Background: an optimization exercise with open tools, aiming at small area, a short achievable clock period and few clock cycles per item. Do not read the settings as production practice.
In this exercise RTL edits were held to simulation tests only and were not proved equivalent to the original.
The clock port is modelled as an ideal driver; clocking choices that lean on that would not hold on a real chip.
Power is estimated from default activity; no workload was simulated.

Setup of run 1:
==> module cache_2way, before the edit <==
module cache_2way #(
	parameter int WIDTH = 128,
	parameter int DEPTH = 4,
	localparam int BYTES = WIDTH / 8
) (
	input  logic             clk,
	input  logic             reset,
	input  cache_pkg::addr_t addr,
	input  logic             read_write,
	input  logic             master_enable,
	input  logic [BYTES-1:0] byte_enable,
	input  logic [WIDTH-1:0] data_in,
	output logic [WIDTH-1:0] data_out,
	output logic             hit,
	output logic             mem_write_req,
	output cache_pkg::addr_t mem_write_addr,
	output logic [WIDTH-1:0] mem_write_data,
	input  logic             mem_write_ack,
	output logic             mem_read_req,
	output cache_pkg::addr_t mem_read_addr,
	input  logic [WIDTH-1:0] mem_read_data,
	input  logic             mem_read_ack
);
	localparam int OFF_W = $clog2(BYTES);
	localparam int IDX_W = $clog2(DEPTH);
	localparam int TAG_W = cache_pkg::ADDR_W - OFF_W - IDX_W;
	logic [1:0][TAG_W-1:0] tags  [DEPTH];
	logic [1:0][WIDTH-1:0] lines [DEPTH];
	logic [DEPTH-1:0][1:0] valid;
	logic [DEPTH-1:0][1:0] dirty;
	logic                  wb_done;    
	logic                  fill_held;  
	logic [WIDTH-1:0]      fill_buf;
	logic [IDX_W-1:0]      idx;
	logic [TAG_W-1:0]      tag;
	logic                  is_write;
	logic [1:0]            set_dirty;
	logic [1:0][TAG_W-1:0] set_tag;
	logic [WIDTH-1:0]      lru_line;   
	logic [DEPTH-1:0][1:0] match;
	logic [DEPTH-1:0]      set_victim_dirty;
	logic [1:0]            slot_hit;
	logic                  lookup_hit;
	logic                  victim_dirty;
	logic                  fill_ok;
	logic                  wb_ok;
	logic                  commit;
	logic [IDX_W-1:0]      last_idx;   
	logic [WIDTH-1:0]      line_new;
	assign idx      = addr[OFF_W +: IDX_W];
	assign tag      = addr[cache_pkg::ADDR_W-1 -: TAG_W];
	assign is_write = (read_write == cache_pkg::OP_WRITE);
	assign set_dirty = dirty[idx];
	assign set_tag   = tags[idx];
	assign lru_line  = lines[idx][1];
	for (genvar s = 0; s < DEPTH; s++) begin : g_cmp
		for (genvar w = 0; w < 2; w++) begin : g_slot
			assign match[s][w] = valid[s][w] && (idx == s) && (tags[s][w] == tag);
		end
		assign set_victim_dirty[s] = (idx == s) && valid[s][1] && dirty[s][1];
	end
	always_comb begin
		slot_hit = '0;
		for (int s = 0; s < DEPTH; s++)
			slot_hit = slot_hit | match[s];
	end
	assign lookup_hit   = |slot_hit;
	assign victim_dirty = |set_victim_dirty;
	assign mem_write_req  = master_enable && !lookup_hit && victim_dirty && !wb_done;
	assign mem_write_addr = {set_tag[1], idx, {OFF_W{1'b0}}};
	assign mem_write_data = lru_line;
	assign mem_read_req   = master_enable && !lookup_hit && !fill_held;
	assign mem_read_addr  = {addr[cache_pkg::ADDR_W-1:OFF_W], {OFF_W{1'b0}}};
	assign fill_ok = fill_held || mem_read_ack;
	assign wb_ok   = !victim_dirty || wb_done || mem_write_ack;
	assign hit     = lookup_hit || (fill_ok && wb_ok);
	assign commit  = master_enable && hit;
	always_comb begin
		for (int b = 0; b < BYTES; b++) begin
			logic wbe;
			wbe = is_write && byte_enable[b];
			line_new[8*b +: 8] = ({8{!reset && wbe}} & data_in[8*b +: 8])
				| ({8{!reset && !wbe && slot_hit[1]}} & lru_line[8*b +: 8])
				| ({8{!reset && !wbe && !lookup_hit && !fill_held}} & mem_read_data[8*b +: 8])
				| ({8{!reset && !wbe && !lookup_hit && fill_held}} & fill_buf[8*b +: 8]);
		end
	end
	for (genvar s = 0; s < DEPTH; s++) begin : g_set
		logic              mru_we;  
		logic              lru_we;  
		logic [BYTES-1:0]  byte_we;
		assign mru_we = (commit && (idx == s)) || (reset && s == 0);
		assign lru_we = commit && (idx == s) && !slot_hit[0];
		for (genvar b = 0; b < BYTES; b++) begin : g_byte
			assign byte_we[b] = mru_we && (!slot_hit[0] || (is_write && byte_enable[b]) || reset);
			always_ff @(posedge clk) begin
				if (byte_we[b])
					lines[s][0][8*b +: 8] <= line_new[8*b +: 8];
			end
		end
		always_ff @(posedge clk) begin
			if (mru_we) begin
				tags[s][0]  <= tag;
				dirty[s][0] <= is_write || (|(slot_hit & set_dirty));
			end
			if (lru_we) begin
				lines[s][1] <= lines[s][0];
				tags[s][1]  <= tags[s][0];
				dirty[s][1] <= dirty[s][0];
			end
		end
		always_ff @(posedge clk) begin
			if (reset) begin
				valid[s] <= '0;
			end else begin
				if (mru_we)
					valid[s][0] <= 1'b1;
				if (lru_we)
					valid[s][1] <= valid[s][0];
			end
		end
	end
	always_ff @(posedge clk) begin
		if (mem_read_ack)
			fill_buf <= mem_read_data;
	end
	always_ff @(posedge clk) begin
		if (reset || commit) begin
			wb_done   <= 1'b0;
			fill_held <= 1'b0;
		end else begin
			if (mem_write_req && mem_write_ack)
				wb_done <= 1'b1;
			if (mem_read_req && mem_read_ack)
				fill_held <= 1'b1;
		end
	end
	always_ff @(posedge clk) begin
		if (reset)
			last_idx <= '0;
		else if (commit)
			last_idx <= idx;
	end
	assign data_out = lines[last_idx][0];
endmodule
export LEC_CHECK = 0
export CAP_MARGIN = 20
export CORE_MARGIN = 2
export CORE_UTILIZATION = 55
export SETUP_SLACK_MARGIN = 1.5
export SLEW_MARGIN = 20
export TNS_END_PERCENT = 5
create_clock -name core_clock -period 5.5 [get_ports {clk}]
standard.sh (not shown) runs the stock make flow with config.mk's settings and CLKGATE_MAP_FILE= SYNTH_SCRIPT=/design/flow/synth_recipe.tcl, a recipe that flattens the netlist after the stock synthesis.
==> flow/flow/run.sh <==
#!/bin/bash
# The standard layout, with two changes made through ORFS's own variables:
# - ports are buffered with the smallest buffer (buf_1) rather than the
#   delay buffer buffer_ports picks by default; timing repair still sizes
#   them up where paths need it;
# - clock tree synthesis clusters more sinks per leaf buffer and inserts no
#   dummy loads;
# - after clock tree synthesis, a few more setup repair passes on the worst
#   paths (flow/post_cts.tcl).
# Each make run writes its full output to a log of its own here, besides
# ORFS's per-step logs under orfs/logs.
set -euo pipefail
export BUFFER_PORTS_ARGS="-buffer_cell sky130_fd_sc_hd__buf_1"
export CTS_ARGS="-sink_clustering_enable -repair_clock_nets -dont_use_dummy_load -sink_clustering_size 26 -sink_clustering_max_diameter 80"
export POST_CTS_TCL="$PWD/flow/post_cts.tcl"
bash standard.sh > standard.log 2>&1
==> flow/flow/post_cts.tcl <==
# Extra setup repair passes after clock tree synthesis, aimed at the worst
# paths only, then legalise the placement again.
estimate_parasitics -placement
for {set i 0} {$i < 3} {incr i} {
  repair_timing -setup -setup_margin 2.0 -repair_tns 0 -verbose
}
detailed_placement
check_placement -verbose
Testbench counts of run 1, summed over its fixed seeds: cycles 43,878, items 24,000.
#### Input delta (run 2 over run 1)
--- a/flow/design.v
+++ b/flow/design.v
@@ -71,21 +71,17 @@
 	assign set_dirty = dirty[idx];
 	assign set_tag   = tags[idx];
 	assign lru_line  = lines[idx][1];
 	for (genvar s = 0; s < DEPTH; s++) begin : g_cmp
 		for (genvar w = 0; w < 2; w++) begin : g_slot
-			assign match[s][w] = valid[s][w] && (idx == s) && (tags[s][w] == tag);
+			assign match[s][w] = valid[s][w] && (tags[s][w] == tag);
 		end
-		assign set_victim_dirty[s] = (idx == s) && valid[s][1] && dirty[s][1];
+		assign set_victim_dirty[s] = valid[s][1] && dirty[s][1];
 	end
-	always_comb begin
-		slot_hit = '0;
-		for (int s = 0; s < DEPTH; s++)
-			slot_hit = slot_hit | match[s];
-	end
+	assign slot_hit     = match[idx];
 	assign lookup_hit   = |slot_hit;
-	assign victim_dirty = |set_victim_dirty;
+	assign victim_dirty = set_victim_dirty[idx];
 	assign mem_write_req  = master_enable && !lookup_hit && victim_dirty && !wb_done;
 	assign mem_write_addr = {set_tag[1], idx, {OFF_W{1'b0}}};
 	assign mem_write_data = lru_line;
 	assign mem_read_req   = master_enable && !lookup_hit && !fill_held;
 	assign mem_read_addr  = {addr[cache_pkg::ADDR_W-1:OFF_W], {OFF_W{1'b0}}};
Results
- Die span in y down 4.3 um in run 2 wrt run 1
- On run 2: final worst-path setup slack is 0.23 ns lower than what run 1 gave.
- Against run 1, run 2 reports a total number of nets in the final design that is lower.
- Looking at area enclosed by the die boundary, run 2 sits about 2.6% lower than run 1 does.
- Routed wire length on run 2 is down relative to run 1.
- Looking at total non-filler cell area in the finished layout, run 2 sits about 2.7% lower than run 1 does.
- Compared to run 1, run 2 leaves more free space in the core.
- Per the comparison of run 2 with run 1, relative contribution of the clock network to total power went down 0.9 points; number of diodes went up 13; layout multi-input combinational cell count went down 17%; fmax went down 5.4%.
- Going from run 1 to run 2, relative contribution of combinational cells to total power has decreased, period utilization went up 4.2 points, number of clock-tree buffers in the layout now smaller.
Testbench counts of run 2, summed over its fixed seeds: cycles 43,878, items 24,000.

[separate check: timing with driven ports]
How much do the figures lean on ideal ports? The routed layouts below were timed once more, with nothing changed but the port constraints.
Step 1 sets driving cells, clkbuf_16 on the clock port and buf_2 on the other inputs (assumed; they add their load-dependent delay and slew).
Step 2 also shifts input and output timing later by t, the mid clock arrival at the registers, as if the neighbouring blocks saw the same clock.
a / b / c = ideal / step 1 / step 2; a / b = the first two.
run	t, ns	setup slack, ns	worst setup path after step 2	cell pins on the clock port's net
run 1	0.716	1.499 / 1.309 / 0.978	input to register	1
run 2	0.766	1.268 / 1.220 / 0.799	input to register	1
After both steps every run listed still meets setup and hold. The setup slack of run 1, which loses most, moves by -0.190 ns with the drivers and by -0.521 ns with both steps.
